Source: an optimization exercise on an open RTL-to-GDS flow (aim: small area). Production flows keep margins and buffers that such runs may drop. RTL that was checked went through simulation tests only; none was proved equivalent to the original. No activity file was given, so power comes from the tool's default toggle rates.

==> run a: inputs <==
// odd_pipe
module odd_pipe (
    input  logic         clock,
    input  logic         reset,
    input  logic [4:0]   issue_opcode,
    input  logic [127:0] issue_ra,
    input  logic [127:0] issue_rb,
    input  logic [127:0] issue_rt_data,
    input  logic [6:0]   issue_rt_address,
    input  logic [6:0]   issue_i7,
    input  logic [15:0]  issue_i16,
    input  logic [31:0]  issue_pc,
    output logic [142:0] fw_stage1,
    output logic [142:0] fw_stage2,
    output logic [142:0] fw_stage3,
    output logic [142:0] fw_stage4,
    output logic [142:0] fw_stage5,
    output logic [142:0] fw_stage6,
    output logic [142:0] fw_stage7,
    output logic [142:0] result,
    output logic         branch_taken,
    output logic [31:0]  next_pc
);
    logic         perm_b, perm_w;
    logic [127:0] perm_value;
    logic         br_b, br_w;
    logic [17:0]  br_link;
    logic         br_taken;
    logic [17:0]  br_next_pc;
    logic [136:0] stage1_d;
    logic         taken_q;
    logic [17:0]  next_pc_q;
    permute_unit u_permute (
        .reset    (reset),
        .opcode   (issue_opcode),
        .ra       (issue_ra),
        .rb       (issue_rb[7:0]),
        .i7       (issue_i7),
        .is_perm  (perm_w),
        .value    (perm_value)
    );
    branch_unit u_branch (
        .reset    (reset),
        .opcode   (issue_opcode),
        .rt_word  (issue_rt_data[127:96]),
        .i16      (issue_i16),
        .pc       (issue_pc[17:0]),
        .is_branch(br_b),
        .is_link  (br_w),
        .link     (br_link),
        .taken    (br_taken),
  ...
==> module branch_unit, before the edit <==
module branch_unit (
    input  logic         reset,
    input  logic [4:0]   opcode,
    input  logic [31:0]  rt_word,
    input  logic [15:0]  i16,
    input  logic [17:0]  pc,
    output logic         is_branch,
    output logic         is_link,
    output logic [17:0]  link,
    output logic         taken,
    output logic [17:0]  next_pc
);
    logic [17:0] relative_target;
    logic [17:0] absolute_target;
    logic [17:0] link_pc;
    logic        word_nz, half_nz;
    logic        op_rel, op_abs, op_cond, cond;
    logic [16:0] rc, lc;
    logic [15:0] rs, ls;
    always_comb
    begin
        rc[0] = 1'b0;
        lc[0] = 1'b1;
        for (int k = 0; k < 16; k++)
        begin
            rs[k]     = pc[k + 2] ^ i16[k] ^ rc[k];
            rc[k + 1] = (pc[k + 2] & i16[k]) | (rc[k] & (pc[k + 2] ^ i16[k]));
            ls[k]     = pc[k + 2] ^ lc[k];
            lc[k + 1] = pc[k + 2] & lc[k];
        end
    end
    assign relative_target = {rs, pc[1:0]};
    assign absolute_target = {i16, 2'b00};
    assign link_pc         = {ls, pc[1:0]};
    assign word_nz = |rt_word;
    assign half_nz = |rt_word[15:0];
    always_comb
    begin
        is_branch = 1'b0;
        is_link   = 1'b0;
        op_rel    = 1'b0;
        op_abs    = 1'b0;
        op_cond   = 1'b0;
        cond      = 1'b0;
        case (opcode)
            5'd14:    begin is_branch = 1'b1; op_rel = 1'b1; end
            5'd15:   begin is_branch = 1'b1; op_abs = 1'b1; end
            5'd16:  begin is_branch = 1'b1; op_rel = 1'b1; is_link = 1'b1; end
            5'd17: begin is_branch = 1'b1; op_abs = 1'b1; is_link = 1'b1; end
            5'd18:  begin is_branch = 1'b1; op_cond = 1'b1; cond = word_nz; end
            5'd19:   begin is_branch = 1'b1; op_cond = 1'b1; cond = ~word_nz; end
            5'd20: begin is_branch = 1'b1; op_cond = 1'b1; cond = half_nz; end
            5'd21:  begin is_branch = 1'b1; op_cond = 1'b1; cond = ~half_nz; end
            default: ;
        endcase
        if (reset)
        begin
            is_branch = 1'b0;
            is_link   = 1'b0;
            op_rel    = 1'b0;
            op_abs    = 1'b0;
            op_cond   = 1'b0;
        end
    end
    assign taken = op_rel | op_abs | (op_cond & cond);
    assign link  = is_link ? link_pc : 18'd0;
    always_comb
    begin
        next_pc = '0;
        if (op_rel)
            next_pc = relative_target;
        else if (op_abs)
            next_pc = absolute_target;
        else if (op_cond)
            next_pc = cond ? {relative_target[17:2], 2'b00} : link_pc;
    end
endmodule
==> module forward_chain, before the edit <==
module forward_chain (
    input  logic                    clock,
    input  logic                    reset,
    input  logic [136:0]            stage_d,    
    output logic [142:0]            fw_stage1,
    output logic [142:0]            fw_stage2,
    output logic [142:0]            fw_stage3,
    output logic [142:0]            fw_stage4,
    output logic [142:0]            fw_stage5,
    output logic [142:0]            fw_stage6,
    output logic [142:0]            fw_stage7,
    output logic [142:0]            result
);
    logic [136:0] stage1_q;
    logic [136:0] stage2_qn;
    logic [136:0] stage3_qn;
    logic [136:0] stage4_qn;
    logic [136:0] stage5_qn;
    logic [136:0] stage6_qn;
    logic [136:0] stage7_qn;
    logic [136:0] result_qn;
    logic [8:2]   invalid;
    always_ff @(posedge clock)
    begin
        stage1_q  <= stage_d;
        stage2_qn <= ~stage1_q;
        stage3_qn <= stage2_qn;
        stage4_qn <= stage3_qn;
        stage5_qn <= stage4_qn;
        stage6_qn <= stage5_qn;
        stage7_qn <= stage6_qn;
        result_qn <= stage7_qn;
        invalid   <= {invalid[7:2], 1'b0} | {7{reset}};
    end
    entry_expand u_e1 (.c(stage1_q), .entry(fw_stage1));
    entry_expand u_e2 (.c(~(stage2_qn | {137{invalid[2]}})), .entry(fw_stage2));
    entry_expand u_e3 (.c(~(stage3_qn | {137{invalid[3]}})), .entry(fw_stage3));
    entry_expand u_e4 (.c(~(stage4_qn | {137{invalid[4]}})), .entry(fw_stage4));
    entry_expand u_e5 (.c(~(stage5_qn | {137{invalid[5]}})), .entry(fw_stage5));
    entry_expand u_e6 (.c(~(stage6_qn | {137{invalid[6]}})), .entry(fw_stage6));
    entry_expand u_e7 (.c(~(stage7_qn | {137{invalid[7]}})), .entry(fw_stage7));
    entry_expand u_e8 (.c(~(result_qn | {137{invalid[8]}})), .entry(result));
endmodule
export LEC_CHECK = 0
export CAP_MARGIN = 20
export CORE_AREA = 5 5 265 265
export DIE_AREA = 0 0 270 270
export SLEW_MARGIN = 20
create_clock -name core_clock -period 8.0 [get_ports {clock}]
standard.sh (not shown) runs the stock make flow with config.mk's settings and CLKGATE_MAP_FILE= SYNTH_SCRIPT=/design/flow/synth_recipe.tcl, a recipe that flattens the netlist after the stock synthesis.
==> flow/flow/run.sh <==
#!/bin/bash
# Layout flow:
#  2. the same synthesis again, with the rotator module swapped for a
#     cell-level version (flow/genrot.py);
#  3. the rest of the combinational logic mapped again for area, the
#     rotator's cells, the full and half adders and all registers left as
#     they are;
#  4. the registers checked against the standard synthesis (same names and
#     cells), else the standard netlist is remapped instead;
#  5. the standard layout, with the smallest buffer on the ports, pins one
#     track apart (the clock pin placed first, with room around it:
#     flow/pins.tcl) and a clock tree without dummy loads.
# Each tool's output goes to its own log here.
set -euo pipefail
bash standard.sh synth > synth.log 2>&1

RES=orfs/results/sky130hd/odd_pipe/base
LIB=$FLOW_HOME/platforms/sky130hd/lib/sky130_fd_sc_hd__tt_025C_1v80.lib
cp $RES/1_2_yosys.v 1_2_yosys_standard.v

# 2. synthesis with the cell-level rotator
python3 flow/genrot.py > cells_struct.v
python3 flow/swapmod.py design.v cells_struct.v > design_mine.v
sed "s#$PWD/design.v#$PWD/design_mine.v#" config.mk > config_mine.mk
sed "s#$PWD/config.mk#$PWD/config_mine.mk#g;s#$PWD/orfs#$PWD/orfs_mine#g" standard.sh > standard_mine.sh
bash standard_mine.sh synth > synth_mine.log 2>&1
MINE=orfs_mine/results/sky130hd/odd_pipe/base/1_2_yosys.v

# 3. area remap of the other combinational cells
python3 flow/mkmap.py $LIB cells_map.v > mkmap.log 2>&1
DU=""
for c in $(sed -n 's/^export DONT_USE_CELLS += *//p;/^ *sky130_fd_sc_hd__lpflow/p;/^ *sky130_fd_sc_hd__probe/p' $FLOW_HOME/platforms/sky130hd/config.mk | tr -d '\\'); do
  DU="$DU -dont_use $c"
done
printf 'set_driving_cell sky130_fd_sc_hd__buf_1\nset_load 5\n' > abc.constr
remap() {
  cat > remap_$3.ys <<EOT
read_liberty -lib $LIB
read_verilog $1
hierarchy -top $FLOW_TOP
select -set keep c:u_permute.u_rot.* t:sky130_fd_sc_hd__fa_* t:sky130_fd_sc_hd__ha_*
techmap -map cells_map.v c:* @keep %d
techmap
opt -purge
abc -script $PWD/flow/remap.abc -liberty $LIB $DU -constr $PWD/abc.constr -D 8000
opt_clean -purge
splitnets
opt_clean -purge
hilomap -singleton -hicell sky130_fd_sc_hd__conb_1 HI -locell sky130_fd_sc_hd__conb_1 LO
insbuf -buf sky130_fd_sc_hd__buf_1 A X
opt_clean -purge
write_verilog -noattr -nohex -nodec $2
EOT
  yosys -s remap_$3.ys > remap_$3.log 2>&1
}

# 4. keep the cell-level rotator only if the registers match the standard ones
if remap $MINE remapped_mine.v mine && python3 flow/regcheck.py 1_2_yosys_standard.v remapped_mine.v > regcheck.log 2>&1; then
  cp remapped_mine.v $RES/1_2_yosys.v
else
  remap 1_2_yosys_standard.v remapped_standard.v standard
  python3 flow/regcheck.py 1_2_yosys_standard.v remapped_standard.v > regcheck_standard.log 2>&1
  cp remapped_standard.v $RES/1_2_yosys.v
fi
rm -f $RES/1_synth.odb

# 5. layout
export BUFFER_PORTS_ARGS="-buffer_cell sky130_fd_sc_hd__buf_1"
export CTS_ARGS="-sink_clustering_enable -repair_clock_nets -dont_use_dummy_load -buf_list {sky130_fd_sc_hd__clkbuf_16} -sink_clustering_size 36 -sink_clustering_max_diameter 60"
export PLACE_PINS_ARGS="-min_distance 1 -min_distance_in_tracks -corner_avoidance 6"
export PRE_IO_PLACEMENT_TCL=$PWD/flow/pins.tcl
bash standard.sh finish > layout.log 2>&1
==> flow/flow/pins.tcl <==
# Before pin placement: the clock pin goes to the middle of the left edge and
# no other pin comes within 6 um of it, since the clock net is routed with
# wider spacing than the pins one track apart would leave.
set block [ord::get_db_block]
set dbu [$block getDbUnitsPerMicron]
set h [expr {[[$block getDieArea] dy] / double($dbu)}]
set y [expr {round($h / 2.0)}]
place_pin -pin_name clock -layer met3 -location [list 0 $y] -pin_size {0.8 0.3} -force_to_die_boundary
set ::env(PLACE_PINS_ARGS) "$::env(PLACE_PINS_ARGS) -exclude left:[expr {$y - 6}]-[expr {$y + 6}]"
==> flow/flow/swapmod.py <==
#!/usr/bin/env python3
# Replaces each module of NEW.v in a Verilog file with NEW.v's version.
# usage: swapmod.py DESIGN.v NEW.v > OUT.v
import re, sys
src = open(sys.argv[1]).read()
new = open(sys.argv[2]).read()
for m in re.finditer(r'^\s*module\s+(\w+)\b.*?^\s*endmodule\b', new, re.S | re.M):
    old = re.search(r'^\s*module\s+' + m.group(1) + r'\b.*?^\s*endmodule\b', src, re.S | re.M)
    if not old:
        sys.exit(f'module {m.group(1)} not found')
    src = src[:old.start()] + '\n' + m.group(0) + '\n' + src[old.end():]
sys.stdout.write(src)
Other scripts of this flow, unchanged in this note and not shown: flow/flow/genrot.py, flow/flow/mkmap.py, flow/flow/regcheck.py, flow/flow/remap.abc
==> run b (differences from run a) <==
--- a/flow/design.v
+++ b/flow/design.v
@@ -140,19 +140,5 @@
     logic        op_rel, op_abs, op_cond, cond;
-    logic [16:0] rc, lc;
-    logic [15:0] rs, ls;
-    always_comb
-    begin
-        rc[0] = 1'b0;
-        lc[0] = 1'b1;
-        for (int k = 0; k < 16; k++)
-        begin
-            rs[k]     = pc[k + 2] ^ i16[k] ^ rc[k];
-            rc[k + 1] = (pc[k + 2] & i16[k]) | (rc[k] & (pc[k + 2] ^ i16[k]));
-            ls[k]     = pc[k + 2] ^ lc[k];
-            lc[k + 1] = pc[k + 2] & lc[k];
-        end
-    end
-    assign relative_target = {rs, pc[1:0]};
+    assign relative_target = {pc[17:2] + i16, pc[1:0]};
     assign absolute_target = {i16, 2'b00};
-    assign link_pc         = {ls, pc[1:0]};
+    assign link_pc         = {pc[17:2] + 16'd1, pc[1:0]};
     assign word_nz = |rt_word;
@@ -224,30 +210,41 @@
     logic [136:0] stage1_q;
-    logic [136:0] stage2_qn;
-    logic [136:0] stage3_qn;
-    logic [136:0] stage4_qn;
-    logic [136:0] stage5_qn;
-    logic [136:0] stage6_qn;
-    logic [136:0] stage7_qn;
-    logic [136:0] result_qn;
-    logic [8:2]   invalid;
+    logic [136:0] stage2_q;
+    logic [136:0] stage3_q;
+    logic [136:0] stage4_q;
+    logic [136:0] stage5_q;
+    logic [136:0] stage6_q;
+    logic [136:0] stage7_q;
+    logic [136:0] result_q;
     always_ff @(posedge clock)
     begin
-        stage1_q  <= stage_d;
-        stage2_qn <= ~stage1_q;
-        stage3_qn <= stage2_qn;
-        stage4_qn <= stage3_qn;
-        stage5_qn <= stage4_qn;
-        stage6_qn <= stage5_qn;
-        stage7_qn <= stage6_qn;
-        result_qn <= stage7_qn;
-        invalid   <= {invalid[7:2], 1'b0} | {7{reset}};
+        stage1_q <= stage_d;
+        if (reset)
+        begin
+            stage2_q <= '0;
+            stage3_q <= '0;
+            stage4_q <= '0;
+            stage5_q <= '0;
+            stage6_q <= '0;
+            stage7_q <= '0;
+            result_q <= '0;
+        end
+        else
+        begin
+            stage2_q <= stage1_q;
+            stage3_q <= stage2_q;
+            stage4_q <= stage3_q;
+            stage5_q <= stage4_q;
+            stage6_q <= stage5_q;
+            stage7_q <= stage6_q;
+            result_q <= stage7_q;
+        end
     end
     entry_expand u_e1 (.c(stage1_q), .entry(fw_stage1));
-    entry_expand u_e2 (.c(~(stage2_qn | {137{invalid[2]}})), .entry(fw_stage2));
-    entry_expand u_e3 (.c(~(stage3_qn | {137{invalid[3]}})), .entry(fw_stage3));
-    entry_expand u_e4 (.c(~(stage4_qn | {137{invalid[4]}})), .entry(fw_stage4));
-    entry_expand u_e5 (.c(~(stage5_qn | {137{invalid[5]}})), .entry(fw_stage5));
-    entry_expand u_e6 (.c(~(stage6_qn | {137{invalid[6]}})), .entry(fw_stage6));
-    entry_expand u_e7 (.c(~(stage7_qn | {137{invalid[7]}})), .entry(fw_stage7));
-    entry_expand u_e8 (.c(~(result_qn | {137{invalid[8]}})), .entry(result));
+    entry_expand u_e2 (.c(stage2_q), .entry(fw_stage2));
+    entry_expand u_e3 (.c(stage3_q), .entry(fw_stage3));
+    entry_expand u_e4 (.c(stage4_q), .entry(fw_stage4));
+    entry_expand u_e5 (.c(stage5_q), .entry(fw_stage5));
+    entry_expand u_e6 (.c(stage6_q), .entry(fw_stage6));
+    entry_expand u_e7 (.c(stage7_q), .entry(fw_stage7));
+    entry_expand u_e8 (.c(result_q), .entry(result));
 endmodule
--- a/flow/flow/run.sh
+++ b/flow/flow/run.sh
@@ -5,4 +5,3 @@
 #  3. the rest of the combinational logic mapped again for area, the
-#     rotator's cells, the full and half adders and all registers left as
-#     they are;
+#     rotator's cells and all registers left as they are;
 #  4. the registers checked against the standard synthesis (same names and
@@ -10,4 +9,3 @@
 #  5. the standard layout, with the smallest buffer on the ports, pins one
-#     track apart (the clock pin placed first, with room around it:
-#     flow/pins.tcl) and a clock tree without dummy loads.
+#     track apart and a clock tree without dummy loads.
 # Each tool's output goes to its own log here.
@@ -21,4 +19,4 @@
 # 2. synthesis with the cell-level rotator
-python3 flow/genrot.py > cells_struct.v
-python3 flow/swapmod.py design.v cells_struct.v > design_mine.v
+python3 flow/genrot.py > rot_struct.v
+python3 flow/swapmod.py design.v rot_struct.v perm_rotator > design_mine.v
 sed "s#$PWD/design.v#$PWD/design_mine.v#" config.mk > config_mine.mk
@@ -40,3 +38,3 @@
 hierarchy -top $FLOW_TOP
-select -set keep c:u_permute.u_rot.* t:sky130_fd_sc_hd__fa_* t:sky130_fd_sc_hd__ha_*
+select -set keep c:u_permute.u_rot.*
 techmap -map cells_map.v c:* @keep %d
@@ -68,5 +66,4 @@
 export BUFFER_PORTS_ARGS="-buffer_cell sky130_fd_sc_hd__buf_1"
-export CTS_ARGS="-sink_clustering_enable -repair_clock_nets -dont_use_dummy_load -buf_list {sky130_fd_sc_hd__clkbuf_16} -sink_clustering_size 36 -sink_clustering_max_diameter 60"
-export PLACE_PINS_ARGS="-min_distance 1 -min_distance_in_tracks -corner_avoidance 6"
-export PRE_IO_PLACEMENT_TCL=$PWD/flow/pins.tcl
+export CTS_ARGS="-sink_clustering_enable -repair_clock_nets -dont_use_dummy_load -buf_list {sky130_fd_sc_hd__clkbuf_8} -sink_clustering_size 16 -sink_clustering_max_diameter 50"
+export PLACE_PINS_ARGS="-min_distance 1 -min_distance_in_tracks"
 bash standard.sh finish > layout.log 2>&1
==> flow/flow/swapmod.py (replaced) <==
#!/usr/bin/env python3
# Replaces module NAME in a Verilog file with the one in another file.
# usage: swapmod.py DESIGN.v NEW.v NAME > OUT.v
import re, sys
src = open(sys.argv[1]).read()
new = open(sys.argv[2]).read()
name = sys.argv[3]
m = re.search(r'^\s*module\s+' + name + r'\b.*?^\s*endmodule\b', src, re.S | re.M)
if not m:
    sys.exit(f'module {name} not found')
sys.stdout.write(src[:m.start()] + '\n' + new + '\n' + src[m.end():])
--- a/flow/config.mk
+++ b/flow/config.mk
@@ -8,4 +8,4 @@
 export CAP_MARGIN = 20
-export CORE_AREA = 5 5 265 265
-export DIE_AREA = 0 0 270 270
+export CORE_AREA = 5 5 295 295
+export DIE_AREA = 0 0 300 300
 export SLEW_MARGIN = 20
removed: flow/flow/pins.tcl
==> run c (differences from run a) <==
--- a/flow/design.v
+++ b/flow/design.v
@@ -140,19 +140,5 @@
     logic        op_rel, op_abs, op_cond, cond;
-    logic [16:0] rc, lc;
-    logic [15:0] rs, ls;
-    always_comb
-    begin
-        rc[0] = 1'b0;
-        lc[0] = 1'b1;
-        for (int k = 0; k < 16; k++)
-        begin
-            rs[k]     = pc[k + 2] ^ i16[k] ^ rc[k];
-            rc[k + 1] = (pc[k + 2] & i16[k]) | (rc[k] & (pc[k + 2] ^ i16[k]));
-            ls[k]     = pc[k + 2] ^ lc[k];
-            lc[k + 1] = pc[k + 2] & lc[k];
-        end
-    end
-    assign relative_target = {rs, pc[1:0]};
+    assign relative_target = {pc[17:2] + i16, pc[1:0]};
     assign absolute_target = {i16, 2'b00};
-    assign link_pc         = {ls, pc[1:0]};
+    assign link_pc         = {pc[17:2] + 16'd1, pc[1:0]};
     assign word_nz = |rt_word;
--- a/flow/flow/run.sh
+++ b/flow/flow/run.sh
@@ -5,4 +5,3 @@
 #  3. the rest of the combinational logic mapped again for area, the
-#     rotator's cells, the full and half adders and all registers left as
-#     they are;
+#     rotator's cells and all registers left as they are;
 #  4. the registers checked against the standard synthesis (same names and
@@ -40,3 +39,3 @@
 hierarchy -top $FLOW_TOP
-select -set keep c:u_permute.u_rot.* t:sky130_fd_sc_hd__fa_* t:sky130_fd_sc_hd__ha_*
+select -set keep c:u_permute.u_rot.*
 techmap -map cells_map.v c:* @keep %d
@@ -68,3 +67,3 @@
 export BUFFER_PORTS_ARGS="-buffer_cell sky130_fd_sc_hd__buf_1"
-export CTS_ARGS="-sink_clustering_enable -repair_clock_nets -dont_use_dummy_load -buf_list {sky130_fd_sc_hd__clkbuf_16} -sink_clustering_size 36 -sink_clustering_max_diameter 60"
+export CTS_ARGS="-sink_clustering_enable -repair_clock_nets -dont_use_dummy_load -buf_list {sky130_fd_sc_hd__clkbuf_4} -sink_clustering_size 10 -sink_clustering_max_diameter 30"
 export PLACE_PINS_ARGS="-min_distance 1 -min_distance_in_tracks -corner_avoidance 6"
--- a/flow/config.mk
+++ b/flow/config.mk
@@ -8,4 +8,4 @@
 export CAP_MARGIN = 20
-export CORE_AREA = 5 5 265 265
-export DIE_AREA = 0 0 270 270
+export CORE_AREA = 5 5 255 255
+export DIE_AREA = 0 0 260 260
 export SLEW_MARGIN = 20
==> run d (differences from run a) <==
--- a/flow/design.v
+++ b/flow/design.v
@@ -140,19 +140,5 @@
     logic        op_rel, op_abs, op_cond, cond;
-    logic [16:0] rc, lc;
-    logic [15:0] rs, ls;
-    always_comb
-    begin
-        rc[0] = 1'b0;
-        lc[0] = 1'b1;
-        for (int k = 0; k < 16; k++)
-        begin
-            rs[k]     = pc[k + 2] ^ i16[k] ^ rc[k];
-            rc[k + 1] = (pc[k + 2] & i16[k]) | (rc[k] & (pc[k + 2] ^ i16[k]));
-            ls[k]     = pc[k + 2] ^ lc[k];
-            lc[k + 1] = pc[k + 2] & lc[k];
-        end
-    end
-    assign relative_target = {rs, pc[1:0]};
+    assign relative_target = {pc[17:2] + i16, pc[1:0]};
     assign absolute_target = {i16, 2'b00};
-    assign link_pc         = {ls, pc[1:0]};
+    assign link_pc         = {pc[17:2] + 16'd1, pc[1:0]};
     assign word_nz = |rt_word;
--- a/flow/flow/run.sh
+++ b/flow/flow/run.sh
@@ -5,4 +5,3 @@
 #  3. the rest of the combinational logic mapped again for area, the
-#     rotator's cells, the full and half adders and all registers left as
-#     they are;
+#     rotator's cells and all registers left as they are;
 #  4. the registers checked against the standard synthesis (same names and
@@ -40,3 +39,3 @@
 hierarchy -top $FLOW_TOP
-select -set keep c:u_permute.u_rot.* t:sky130_fd_sc_hd__fa_* t:sky130_fd_sc_hd__ha_*
+select -set keep c:u_permute.u_rot.*
 techmap -map cells_map.v c:* @keep %d
@@ -68,3 +67,3 @@
 export BUFFER_PORTS_ARGS="-buffer_cell sky130_fd_sc_hd__buf_1"
-export CTS_ARGS="-sink_clustering_enable -repair_clock_nets -dont_use_dummy_load -buf_list {sky130_fd_sc_hd__clkbuf_16} -sink_clustering_size 36 -sink_clustering_max_diameter 60"
+export CTS_ARGS="-sink_clustering_enable -repair_clock_nets -dont_use_dummy_load -buf_list {sky130_fd_sc_hd__clkbuf_16} -sink_clustering_size 30 -sink_clustering_max_diameter 80"
 export PLACE_PINS_ARGS="-min_distance 1 -min_distance_in_tracks -corner_avoidance 6"
--- a/flow/config.mk
+++ b/flow/config.mk
@@ -8,4 +8,4 @@
 export CAP_MARGIN = 20
-export CORE_AREA = 5 5 265 265
-export DIE_AREA = 0 0 270 270
+export CORE_AREA = 5 5 255 255
+export DIE_AREA = 0 0 260 260
 export SLEW_MARGIN = 20
==> qor summary <==
metric	run d	run a	run b	run c
Clock Tree Root	sky130_fd_sc_hd__clkbuf_16	sky130_fd_sc_hd__clkbuf_16	sky130_fd_sc_hd__clkbuf_8	sky130_fd_sc_hd__clkbuf_4
Slew at the pin with the worst max-slew slack	1.235 ns	1.181 ns	1.246 ns	1.193 ns
Core box area	0.06183 mm^2	0.06716 mm^2	0.08356 mm^2	0.06183 mm^2
Share of total power in sequential cells	59.3%	57.7%	55.2%	59.3%
Number of global-route vias before repair	33.11k	31.50k	29.89k	34.05k
Effective utilization at floorplan	54.98%	50.45%	42.84%	54.98%
Boundary Pins	1629	1629	1630	1629
Detailed-route wire length per cell	30.12 um	29.15 um	26.39 um	29.59 um
Clock transition at path regs	0.11 ns	0.11 ns	0.09 ns	0.10 ns
RD Place Congestion	1.081	1.160	1.025	1.081
Power drawn by the clock network	2.64 mW	2.86 mW	2.85 mW	2.64 mW
Path depth of the worst reg2reg path	3	2	1	3
Worst Setup Slack, final	1.200 ns	0.5952 ns	1.808 ns	1.550 ns
Worst flop-to-flop path startpoint	u_chain.invalid[3]$_DFF_P_	u_chain.invalid[5]$_DFF_P_	u_chain.stage7_q[83]$_SDFF_PP0_	u_chain.invalid[3]$_DFF_P_
Floorplan die width	260 um	270 um	300 um	260 um
Total routing usage reported by global routing	47.51%	42.35%	32.06%	48.00%
Run status	finished clean	finished clean	finished clean	finished clean
Worst reg2reg endpoint	u_chain.invalid[4]$_DFF_P_	u_chain.invalid[6]$_DFF_P_	u_chain.result_q[83]$_SDFF_PP0_	u_chain.invalid[4]$_DFF_P_
Fill cells	4826	5657	7950	4888
Multi-Input Combinational	2072	1993	2084	2072
Placed wire-length estimate after detailed placement	133000 um	131100 um	124800 um	133000 um
Starting DRT DRC Count	5815	4738	3243	5611
Total routed wire length on the met1 layer	56700 um	56930 um	58810 um	56310 um
Share of cell area taken by multi-input logic gates	25.68%	25.41%	29.71%	25.63%
For run b, only the layout was checked, not whether the RTL still works.

[afterwards: timing with drivers on the ports]
The results above use ideal ports. As a check the final layouts listed here were re-extracted and re-timed, cells and wires unchanged. Step 1 (the two cells are an assumption about what drives the block):
set clk [get_ports {clock}]
set_driving_cell -lib_cell sky130_fd_sc_hd__clkbuf_16 $clk
set_driving_cell -lib_cell sky130_fd_sc_hd__buf_2 [delete_from_list [all_inputs] $clk]
Step 2 adds t to the input delays and takes it off the output delays; t is the mean of the earliest and latest rising clock arrival at the registers after step 1. Input paths then give back, and output paths get back, about the clock's delay inside the block. Slacks: no drivers / after step 1 / after step 2; pairs: no drivers / after step 1.
run | t, ns | slack for setup (ns) | worst hold slack (ns) | pins driven straight from the clock port
run a | 0.673 | 0.595 / 0.599 / -0.074 | 0.280 / 0.280 / 0.280 | 1
run b | 0.768 | 1.808 / 1.788 / 1.020 | 0.380 / 0.380 / 0.380 | 1
run c | 1.010 | 1.550 / 1.497 / 0.487 | 0.261 / 0.261 / 0.261 | 1
run d | 0.636 | 1.200 / 1.160 / 0.524 | 0.297 / 0.297 / 0.297 | 1
With both steps, setup timing fails in run a, where it was met with ideal ports. The setup slack of run c, which loses most, moves by -0.053 ns with the drivers and by -1.063 ns with both steps.
